Background: an optimization exercise with open tools, aiming at small area, a short achievable clock period and few clock cycles per item. Do not read the settings as production practice.
RTL that was checked went through simulation tests only; none was proved equivalent to the original.
Power figures rest on the tool's default switching activity, not on a simulated workload.

Setup of the baseline:
==> flow/design.v <==
package mem_ctrl_pkg;
	localparam int AWID  = 32;        
	localparam int DWID  = 64;        
	localparam int TID_W = 4;         
	localparam int SEL_W = DWID / 8;  
	typedef enum logic [1:0] {
		FN_LOAD   = 2'd0,   
		FN_LOADZ  = 2'd1,   
		FN_STORE  = 2'd2,
		FN_SETSEG = 2'd3    
	} mem_func_e;
	typedef enum logic [1:0] {
		SZ_B = 2'd0,   
		SZ_W = 2'd1,   
		SZ_T = 2'd2,   
		SZ_O = 2'd3    
	} mem_size_e;
	typedef enum logic [7:0] {
		FLT_NONE = 8'h00,
		FLT_SGB  = 8'h31   
	} fault_e;
	typedef struct packed {
		logic [AWID-1:0] base;
		logic [AWID-1:0] limit;
	} seg_desc_t;
	typedef union packed {
		logic [DWID-1:0] sdat;
		seg_desc_t       desc;
	} req_payload_u;
	typedef struct packed {
		logic [TID_W-1:0] tid;
		mem_func_e        func;
		mem_size_e        size;
		logic [AWID-1:0]  adr;       
		req_payload_u     payload;
	} mem_req_t;
	typedef struct packed {
		logic [TID_W-1:0] tid;
		fault_e           cause;
		logic [DWID-1:0]  res;
		logic [AWID-1:0]  bad_addr;
	} mem_resp_t;
	typedef struct packed {
		logic             cyc;
		logic             stb;
		logic             we;
		logic [SEL_W-1:0] sel;
		logic [AWID-1:0]  adr;
		logic [DWID-1:0]  dat;
	} bus_req_t;
endpackage
`timescale 1ns/1ps
module load_align (
	input  logic [mem_ctrl_pkg::DWID-1:0] rdata_i,
	input  logic [2:0]                    lane_i,
	input  mem_ctrl_pkg::mem_size_e       size_i,
	input  logic                          zext_i,
	output logic [mem_ctrl_pkg::DWID-1:0] res_o
);
	logic [7:0]  b0;
	logic [7:0]  b1;
	logic [15:0] b23;
	logic        fill;
	assign b0  = rdata_i[{lane_i, 3'b000} +: 8];
	assign b1  = rdata_i[{lane_i[2:1], 4'b1000} +: 8];
	assign b23 = rdata_i[{lane_i[2], 5'b10000} +: 16];
	always_comb begin
		case (size_i)
		mem_ctrl_pkg::SZ_B: fill = b0[7] & ~zext_i;
		mem_ctrl_pkg::SZ_W: fill = b1[7] & ~zext_i;
		default:            fill = b23[15] & ~zext_i;
		endcase
		case (size_i)
		mem_ctrl_pkg::SZ_B: res_o = {{56{fill}}, b0};
		mem_ctrl_pkg::SZ_W: res_o = {{48{fill}}, b1, b0};
		mem_ctrl_pkg::SZ_T: res_o = {{32{fill}}, b23, b1, b0};
		default:            res_o = {rdata_i[63:32], b23, b1, b0};
		endcase
	end
endmodule
`timescale 1ns/1ps
module ks_add32 (
	input  logic [31:0] a_i,
	input  logic [31:0] b_i,
	output logic [31:0] s_o
);
	logic [5:0][31:0] g;
	logic [5:0][31:0] p;
	assign g[0] = a_i & b_i;
	assign p[0] = a_i ^ b_i;
	for (genvar l = 1; l < 6; l++) begin : g_lvl
		localparam int D = 1 << (l - 1);
		for (genvar i = 0; i < 32; i++) begin : g_bit
			if (i >= D) begin : g_op
				assign g[l][i] = g[l-1][i] | (p[l-1][i] & g[l-1][i-D]);
				assign p[l][i] = p[l-1][i] & p[l-1][i-D];
			end else begin : g_pass
				assign g[l][i] = g[l-1][i];
				assign p[l][i] = p[l-1][i];
			end
		end
	end
	assign s_o = p[0] ^ {g[5][30:0], 1'b0};
endmodule
module ks_gt32 (
	input  logic [31:0] a_i,
	input  logic [31:0] b_i,
	output logic        gt_o
);
	logic [5:0][31:0] g;
	logic [5:0][31:0] e;
	assign g[0] = a_i & ~b_i;
	assign e[0] = ~(a_i ^ b_i);
	for (genvar l = 1; l < 6; l++) begin : g_lvl
		localparam int D = 1 << (l - 1);
		for (genvar i = 0; i < 32; i++) begin : g_bit
			if (i >= D) begin : g_op
				assign g[l][i] = g[l-1][i] | (e[l-1][i] & g[l-1][i-D]);
				assign e[l][i] = e[l-1][i] & e[l-1][i-D];
			end else begin : g_pass
				assign g[l][i] = g[l-1][i];
				assign e[l][i] = e[l-1][i];
			end
		end
	end
	assign gt_o = g[5][31];
endmodule
`timescale 1ns/1ps
module mem_ctrl_top #(
	parameter int REQ_DEPTH  = 4,
	parameter int RESP_DEPTH = 4
) (
	input  logic                          clk,
	input  logic                          rst,
	input  mem_ctrl_pkg::mem_req_t        req_i,
	input  logic                          req_wr_i,
	output logic                          req_full_o,
	output mem_ctrl_pkg::mem_resp_t       resp_o,
	output logic                          resp_valid_o,
	input  logic                          resp_rd_i,
	output mem_ctrl_pkg::bus_req_t        bus_o,
	input  logic                          ack_i,
	input  logic [mem_ctrl_pkg::DWID-1:0] dat_i
);
	logic [31:0] seg_base;
	logic [31:0] seg_limit;
	logic        st_v;       
	logic        st_cyc;     
	logic        st_we;      
	logic        st_ld;      
	logic        st_zx;      
	logic        st_flt;     
	logic [1:0]  st_sz;
	logic [3:0]  st_tid;
	logic [31:0] st_adr;     
	logic [63:0] st_dat;     
	logic        r_v;
	logic        r_flt;
	logic [3:0]  r_tid;
	logic [63:0] r_dat;      
	logic rfree;
	logic leave;
	logic acc;
	logic ack;
	assign ack        = st_cyc & ack_i;
	assign rfree      = ~r_v | resp_rd_i;
	assign leave      = st_v & (~st_cyc | ack_i) & rfree;
	assign req_full_o = st_v & ~leave;
	assign acc        = req_wr_i & ~req_full_o;
	logic [1:0]  q_fn;
	logic [1:0]  q_sz;
	logic [31:0] q_adr;
	logic [63:0] q_pay;
	logic        q_set;
	logic        q_over;
	logic [31:0] q_reloc;
	logic [2:0]  q_lo;
	logic [63:0] q_rep;
	assign q_fn    = req_i.func;
	assign q_sz    = req_i.size;
	assign q_adr   = req_i.adr;
	assign q_pay   = req_i.payload;
	assign q_set   = (q_fn == mem_ctrl_pkg::FN_SETSEG);
	ks_gt32 u_over (
		.a_i  (q_adr),
		.b_i  (seg_limit),
		.gt_o (q_over)
	);
	ks_add32 u_reloc (
		.a_i (seg_base),
		.b_i (q_adr),
		.s_o (q_reloc)
	);
	always_comb begin
		case (q_sz)
		mem_ctrl_pkg::SZ_B: q_lo = 3'b000;
		mem_ctrl_pkg::SZ_W: q_lo = 3'b001;
		mem_ctrl_pkg::SZ_T: q_lo = 3'b011;
		default:            q_lo = 3'b111;
		endcase
	end
	always_comb begin
		for (int k = 0; k < 8; k++) begin
			case (q_sz)
			mem_ctrl_pkg::SZ_B: q_rep[8*k +: 8] = q_pay[7:0];
			mem_ctrl_pkg::SZ_W: q_rep[8*k +: 8] = q_pay[8*(k % 2) +: 8];
			mem_ctrl_pkg::SZ_T: q_rep[8*k +: 8] = q_pay[8*(k % 4) +: 8];
			default:            q_rep[8*k +: 8] = q_pay[8*k +: 8];
			endcase
		end
	end
	always_ff @(posedge clk) begin
		if (rst) begin
			seg_base  <= '0;
			seg_limit <= '1;
			st_v      <= 1'b0;
			st_cyc    <= 1'b0;
			r_v       <= 1'b0;
		end else begin
			if (acc && q_set)
				{seg_base, seg_limit} <= q_pay;
			if (acc) begin
				st_v   <= 1'b1;
				st_cyc <= ~q_set & ~q_over;
			end else begin
				if (leave)
					st_v <= 1'b0;
				if (ack_i)
					st_cyc <= 1'b0;
			end
			r_v <= leave | (r_v & ~resp_rd_i);
		end
	end
	logic st_load;
	logic dat_hold;
	logic dat_catch;
	assign st_load   = ~req_full_o;
	assign dat_hold  = (st_cyc & st_we & ~ack_i) | (st_v & ~st_cyc & ~rfree);
	assign dat_catch = st_cyc & ~rfree;
	always_ff @(posedge clk) begin
		if (st_load) begin
			st_tid <= req_i.tid;
			st_sz  <= q_sz;
			st_we  <= (q_fn == mem_ctrl_pkg::FN_STORE);
			st_ld  <= ~q_fn[1] & ~q_over;
			st_zx  <= (q_fn == mem_ctrl_pkg::FN_LOADZ);
			st_flt <= ~q_set & q_over;
			st_adr <= q_over ? q_adr : {q_reloc[31:3], q_reloc[2:0] & ~q_lo};
		end
		if (!dat_hold)
			st_dat <= dat_catch ? dat_i : q_rep;
	end
	logic [63:0] ld_res;
	load_align u_align (
		.rdata_i (st_cyc ? dat_i : st_dat),
		.lane_i  (st_adr[2:0]),
		.size_i  (mem_ctrl_pkg::mem_size_e'(st_sz)),
		.zext_i  (st_zx),
		.res_o   (ld_res)
	);
	always_ff @(posedge clk) begin
		if (rfree) begin
			r_tid <= st_tid;
			r_flt <= st_flt;
			r_dat[63:32] <= st_ld ? ld_res[63:32] : '0;
			r_dat[31:0]  <= st_ld ? ld_res[31:0] : st_flt ? st_adr : '0;
		end
	end
	assign resp_valid_o    = r_v;
	assign resp_o.tid      = r_tid;
	assign resp_o.cause    = r_flt ? mem_ctrl_pkg::FLT_SGB : mem_ctrl_pkg::FLT_NONE;
	assign resp_o.res      = {r_dat[63:32], r_flt ? 32'h0 : r_dat[31:0]};
	assign resp_o.bad_addr = r_flt ? r_dat[31:0] : 32'h0;
	logic [7:0] sel;
	always_comb begin
		for (int k = 0; k < 8; k++)
			sel[k] = st_cyc & ((st_sz == 2'd3)
				| ((k[2] == st_adr[2]) & ((st_sz == 2'd2)
				| ((k[1] == st_adr[1]) & ((st_sz == 2'd1)
				| (k[0] == st_adr[0]))))));
	end
	assign bus_o.cyc = st_cyc;
	assign bus_o.stb = st_cyc;
	assign bus_o.we  = st_cyc & st_we;
	assign bus_o.sel = sel;
	assign bus_o.adr = st_adr;
	assign bus_o.dat = st_dat;
endmodule
export LEC_CHECK = 0
export ABC_AREA = 1
export CAP_MARGIN = 20
export CORE_MARGIN = 2
export CORE_UTILIZATION = 40
export SETUP_SLACK_MARGIN = 2.0
export SLEW_MARGIN = 20
export TNS_END_PERCENT = 0
create_clock -name core_clock -period 4.0 [get_ports {clk}]
standard.sh (not shown) runs the stock make flow with config.mk's settings and CLKGATE_MAP_FILE= SYNTH_SCRIPT=/design/flow/synth_recipe.tcl, a recipe that flattens the netlist after the stock synthesis.
==> flow/flow/run.sh <==
#!/bin/bash
# standard layout, with plain buf_1 cells as the port buffers instead of the
# default delay buffers; each step's own log is kept by ORFS under orfs/logs
set -euo pipefail
export BUFFER_PORTS_ARGS="-buffer_cell sky130_fd_sc_hd__buf_1"
bash standard.sh MATCH_CELL_FOOTPRINT=0 finish > standard_make.log 2>&1
The baseline was carried through to the last stage, and its layout satisfied the timing, design-rule and antenna checks.
#### Input delta (the candidate over the baseline)
-- flow/design.v --
<<< the baseline, line 148
	logic        st_cyc;     
	logic        st_we;      
	logic        st_ld;      
	logic        st_zx;      
>>> the candidate, line 148
	logic        st_cyc;     
	logic        st_we;      
	logic [7:0]  st_sel;     
	logic        st_ld;      
	logic        st_zx;      
<<< the baseline, line 168
	assign req_full_o = st_v & ~leave;
	assign acc        = req_wr_i & ~req_full_o;
	logic [1:0]  q_fn;
	logic [1:0]  q_sz;
>>> the candidate, line 169
	assign req_full_o = st_v & ~leave;
	assign acc        = req_wr_i & ~req_full_o;
	logic st_load;
	logic dat_hold;
	logic dat_catch;
	assign st_load   = ~req_full_o;
	assign dat_hold  = (st_we & ~ack_i) | (st_v & ~st_cyc & ~rfree);
	assign dat_catch = st_cyc & ~rfree;
	logic [1:0]  q_fn;
	logic [1:0]  q_sz;
<<< the baseline, line 210
		end
	end
	always_ff @(posedge clk) begin
		if (rst) begin
>>> the candidate, line 217
		end
	end
	logic       q_bus;
	logic [2:0] q_lane;
	logic [7:0] q_sel;
	assign q_bus  = req_wr_i & ~q_set & ~q_over;
	assign q_lane = q_reloc[2:0] & ~q_lo;
	always_comb begin
		for (int k = 0; k < 8; k++)
			q_sel[k] = q_bus & ((q_sz == 2'd3)
				| ((k[2] == q_lane[2]) & ((q_sz == 2'd2)
				| ((k[1] == q_lane[1]) & ((q_sz == 2'd1)
				| (k[0] == q_lane[0]))))));
	end
	always_ff @(posedge clk) begin
		if (rst) begin
<<< the baseline, line 216
			st_v      <= 1'b0;
			st_cyc    <= 1'b0;
			r_v       <= 1'b0;
		end else begin
>>> the candidate, line 235
			st_v      <= 1'b0;
			st_cyc    <= 1'b0;
			st_we     <= 1'b0;
			st_sel    <= '0;
			r_v       <= 1'b0;
		end else begin
<<< the baseline, line 229
					st_cyc <= 1'b0;
			end
			r_v <= leave | (r_v & ~resp_rd_i);
		end
	end
	logic st_load;
	logic dat_hold;
	logic dat_catch;
	assign st_load   = ~req_full_o;
	assign dat_hold  = (st_cyc & st_we & ~ack_i) | (st_v & ~st_cyc & ~rfree);
	assign dat_catch = st_cyc & ~rfree;
	always_ff @(posedge clk) begin
		if (st_load) begin
			st_tid <= req_i.tid;
			st_sz  <= q_sz;
			st_we  <= (q_fn == mem_ctrl_pkg::FN_STORE);
			st_ld  <= ~q_fn[1] & ~q_over;
			st_zx  <= (q_fn == mem_ctrl_pkg::FN_LOADZ);
			st_flt <= ~q_set & q_over;
			st_adr <= q_over ? q_adr : {q_reloc[31:3], q_reloc[2:0] & ~q_lo};
		end
		if (!dat_hold)
>>> the candidate, line 250
					st_cyc <= 1'b0;
			end
			if (st_load) begin
				st_we  <= q_bus & (q_fn == mem_ctrl_pkg::FN_STORE);
				st_sel <= q_sel;
			end else if (ack_i) begin
				st_we  <= 1'b0;
				st_sel <= '0;
			end
			r_v <= leave | (r_v & ~resp_rd_i);
		end
	end
	always_ff @(posedge clk) begin
		if (st_load) begin
			st_tid <= req_i.tid;
			st_sz  <= q_sz;
			st_ld  <= ~q_fn[1] & ~q_over;
			st_zx  <= (q_fn == mem_ctrl_pkg::FN_LOADZ);
			st_flt <= ~q_set & q_over;
			st_adr <= q_over ? q_adr : {q_reloc[31:3], q_lane};
		end
		if (!dat_hold)
<<< the baseline, line 272
	assign resp_o.res      = {r_dat[63:32], r_flt ? 32'h0 : r_dat[31:0]};
	assign resp_o.bad_addr = r_flt ? r_dat[31:0] : 32'h0;
	logic [7:0] sel;
	always_comb begin
		for (int k = 0; k < 8; k++)
			sel[k] = st_cyc & ((st_sz == 2'd3)
				| ((k[2] == st_adr[2]) & ((st_sz == 2'd2)
				| ((k[1] == st_adr[1]) & ((st_sz == 2'd1)
				| (k[0] == st_adr[0]))))));
	end
	assign bus_o.cyc = st_cyc;
	assign bus_o.stb = st_cyc;
	assign bus_o.we  = st_cyc & st_we;
	assign bus_o.sel = sel;
	assign bus_o.adr = st_adr;
	assign bus_o.dat = st_dat;
>>> the candidate, line 293
	assign resp_o.res      = {r_dat[63:32], r_flt ? 32'h0 : r_dat[31:0]};
	assign resp_o.bad_addr = r_flt ? r_dat[31:0] : 32'h0;
	assign bus_o.cyc = st_cyc;
	assign bus_o.stb = st_cyc;
	assign bus_o.we  = st_we;
	assign bus_o.sel = st_sel;
	assign bus_o.adr = st_adr;
	assign bus_o.dat = st_dat;
Results
Looking at horizontal die dimension across the baseline and the candidate, the one that comes out higher is the candidate. On part of the cycle the worst path needs: between the baseline and the candidate, it ends up lower for the candidate. Shortest period the worst path allows (higher): the baseline. Against the baseline, the candidate comes in 3.6 points higher on fraction of layout cells with a size suffix above 1. The candidate against the baseline: detailed-route wire length rose by 2400 µm; total design power stayed essentially flat.
Testbench counts of the candidate, summed over its fixed seeds: cycles 10,823, items 3,200.
Only the layout flow was run in the baseline; the RTL was not checked for function there.

RTL: the design.v shown in full above, as it stands there.
export LEC_CHECK = 0
export CAP_MARGIN = 20
export CORE_MARGIN = 2
export CORE_UTILIZATION = 40
export SETUP_SLACK_MARGIN = 2.0
export SLEW_MARGIN = 20
export TNS_END_PERCENT = 0
create_clock -name core_clock -period 4.0 [get_ports {clk}]
Scripts as last shown in full above: flow/flow/run.sh
==> next run, changes <==
--- a/flow/design.v
+++ b/flow/design.v
@@ -147,6 +147,7 @@
 	logic        st_v;       
 	logic        st_cyc;     
 	logic        st_we;      
+	logic [7:0]  st_sel;     
 	logic        st_ld;      
 	logic        st_zx;      
 	logic        st_flt;     
@@ -167,6 +168,12 @@
 	assign leave      = st_v & (~st_cyc | ack_i) & rfree;
 	assign req_full_o = st_v & ~leave;
 	assign acc        = req_wr_i & ~req_full_o;
+	logic st_load;
+	logic dat_hold;
+	logic dat_catch;
+	assign st_load   = ~req_full_o;
+	assign dat_hold  = (st_we & ~ack_i) | (st_v & ~st_cyc & ~rfree);
+	assign dat_catch = st_cyc & ~rfree;
 	logic [1:0]  q_fn;
 	logic [1:0]  q_sz;
 	logic [31:0] q_adr;
@@ -209,12 +216,26 @@
 			endcase
 		end
 	end
+	logic       q_bus;
+	logic [2:0] q_lane;
+	logic [7:0] q_sel;
+	assign q_bus  = req_wr_i & ~q_set & ~q_over;
+	assign q_lane = q_reloc[2:0] & ~q_lo;
+	always_comb begin
+		for (int k = 0; k < 8; k++)
+			q_sel[k] = q_bus & ((q_sz == 2'd3)
+				| ((k[2] == q_lane[2]) & ((q_sz == 2'd2)
+				| ((k[1] == q_lane[1]) & ((q_sz == 2'd1)
+				| (k[0] == q_lane[0]))))));
+	end
 	always_ff @(posedge clk) begin
 		if (rst) begin
 			seg_base  <= '0;
 			seg_limit <= '1;
 			st_v      <= 1'b0;
 			st_cyc    <= 1'b0;
+			st_we     <= 1'b0;
+			st_sel    <= '0;
 			r_v       <= 1'b0;
 		end else begin
 			if (acc && q_set)
@@ -228,24 +249,24 @@
 				if (ack_i)
 					st_cyc <= 1'b0;
 			end
+			if (st_load) begin
+				st_we  <= q_bus & (q_fn == mem_ctrl_pkg::FN_STORE);
+				st_sel <= q_sel;
+			end else if (ack_i) begin
+				st_we  <= 1'b0;
+				st_sel <= '0;
+			end
 			r_v <= leave | (r_v & ~resp_rd_i);
 		end
 	end
-	logic st_load;
-	logic dat_hold;
-	logic dat_catch;
-	assign st_load   = ~req_full_o;
-	assign dat_hold  = (st_cyc & st_we & ~ack_i) | (st_v & ~st_cyc & ~rfree);
-	assign dat_catch = st_cyc & ~rfree;
 	always_ff @(posedge clk) begin
 		if (st_load) begin
 			st_tid <= req_i.tid;
 			st_sz  <= q_sz;
-			st_we  <= (q_fn == mem_ctrl_pkg::FN_STORE);
 			st_ld  <= ~q_fn[1] & ~q_over;
 			st_zx  <= (q_fn == mem_ctrl_pkg::FN_LOADZ);
 			st_flt <= ~q_set & q_over;
-			st_adr <= q_over ? q_adr : {q_reloc[31:3], q_reloc[2:0] & ~q_lo};
+			st_adr <= q_over ? q_adr : {q_reloc[31:3], q_lane};
 		end
 		if (!dat_hold)
 			st_dat <= dat_catch ? dat_i : q_rep;
@@ -271,18 +292,10 @@
 	assign resp_o.cause    = r_flt ? mem_ctrl_pkg::FLT_SGB : mem_ctrl_pkg::FLT_NONE;
 	assign resp_o.res      = {r_dat[63:32], r_flt ? 32'h0 : r_dat[31:0]};
 	assign resp_o.bad_addr = r_flt ? r_dat[31:0] : 32'h0;
-	logic [7:0] sel;
-	always_comb begin
-		for (int k = 0; k < 8; k++)
-			sel[k] = st_cyc & ((st_sz == 2'd3)
-				| ((k[2] == st_adr[2]) & ((st_sz == 2'd2)
-				| ((k[1] == st_adr[1]) & ((st_sz == 2'd1)
-				| (k[0] == st_adr[0]))))));
-	end
 	assign bus_o.cyc = st_cyc;
 	assign bus_o.stb = st_cyc;
-	assign bus_o.we  = st_cyc & st_we;
-	assign bus_o.sel = sel;
+	assign bus_o.we  = st_we;
+	assign bus_o.sel = st_sel;
 	assign bus_o.adr = st_adr;
 	assign bus_o.dat = st_dat;
 endmodule
Outcome: Synthesized area goes up by about 2%; clock skew shrinks by 0.0087 ns; cell count barely changes; sequential share of layout area fell by 0.15 points; maximum frequency increases by 5.5%; first-iteration DRC count is higher by about 10%; via count went up by 0.53%; cell area goes up by 2.7%; setup slack improved by 0.15 ns; routed wire length falls by 1.6%.
Testbench counts after the change, summed over its fixed seeds: cycles 10,823, items 3,200.
No functional check of the RTL was part of the first run of this note.

port drivers added, routing unchanged:
In the flow no input, the clock included, has a driving cell. The finished layouts below were timed again as built, in two steps. Step 1 (the two cells are an assumption about what drives the block):
set clk [get_ports {clk}]
set_driving_cell -lib_cell sky130_fd_sc_hd__clkbuf_16 $clk
set_driving_cell -lib_cell sky130_fd_sc_hd__buf_2 [delete_from_list [all_inputs] $clk]
Step 2, shift: input delay + t, output delay - t, t = (earliest + latest rising clock arrival at the registers) / 2. This alone moves slack from input paths to output paths. Slacks: no drivers / after step 1 / after step 2; pairs: no drivers / after step 1.
| run | shift t [ns] | slack for setup (ns) | worst slew at a driven data input, ns |
|---|---|---|---|
| the baseline | 0.645 | 1.255 / 1.201 / 0.846 | 0.09 |
| the candidate | 0.621 | 1.662 / 1.607 / 1.083 | 0.11 |
| the first run of note 2 | 0.620 | 1.053 / 1.053 / 0.466 | 0.14 |
| the second run of note 2 | 0.623 | 1.206 / 1.222 / 0.612 | 0.11 |
After both steps setup and hold are still met in every run listed. For the second run of note 2, which loses most, drivers alone change the setup slack by +0.016 ns; drivers and shift together by -0.594 ns.
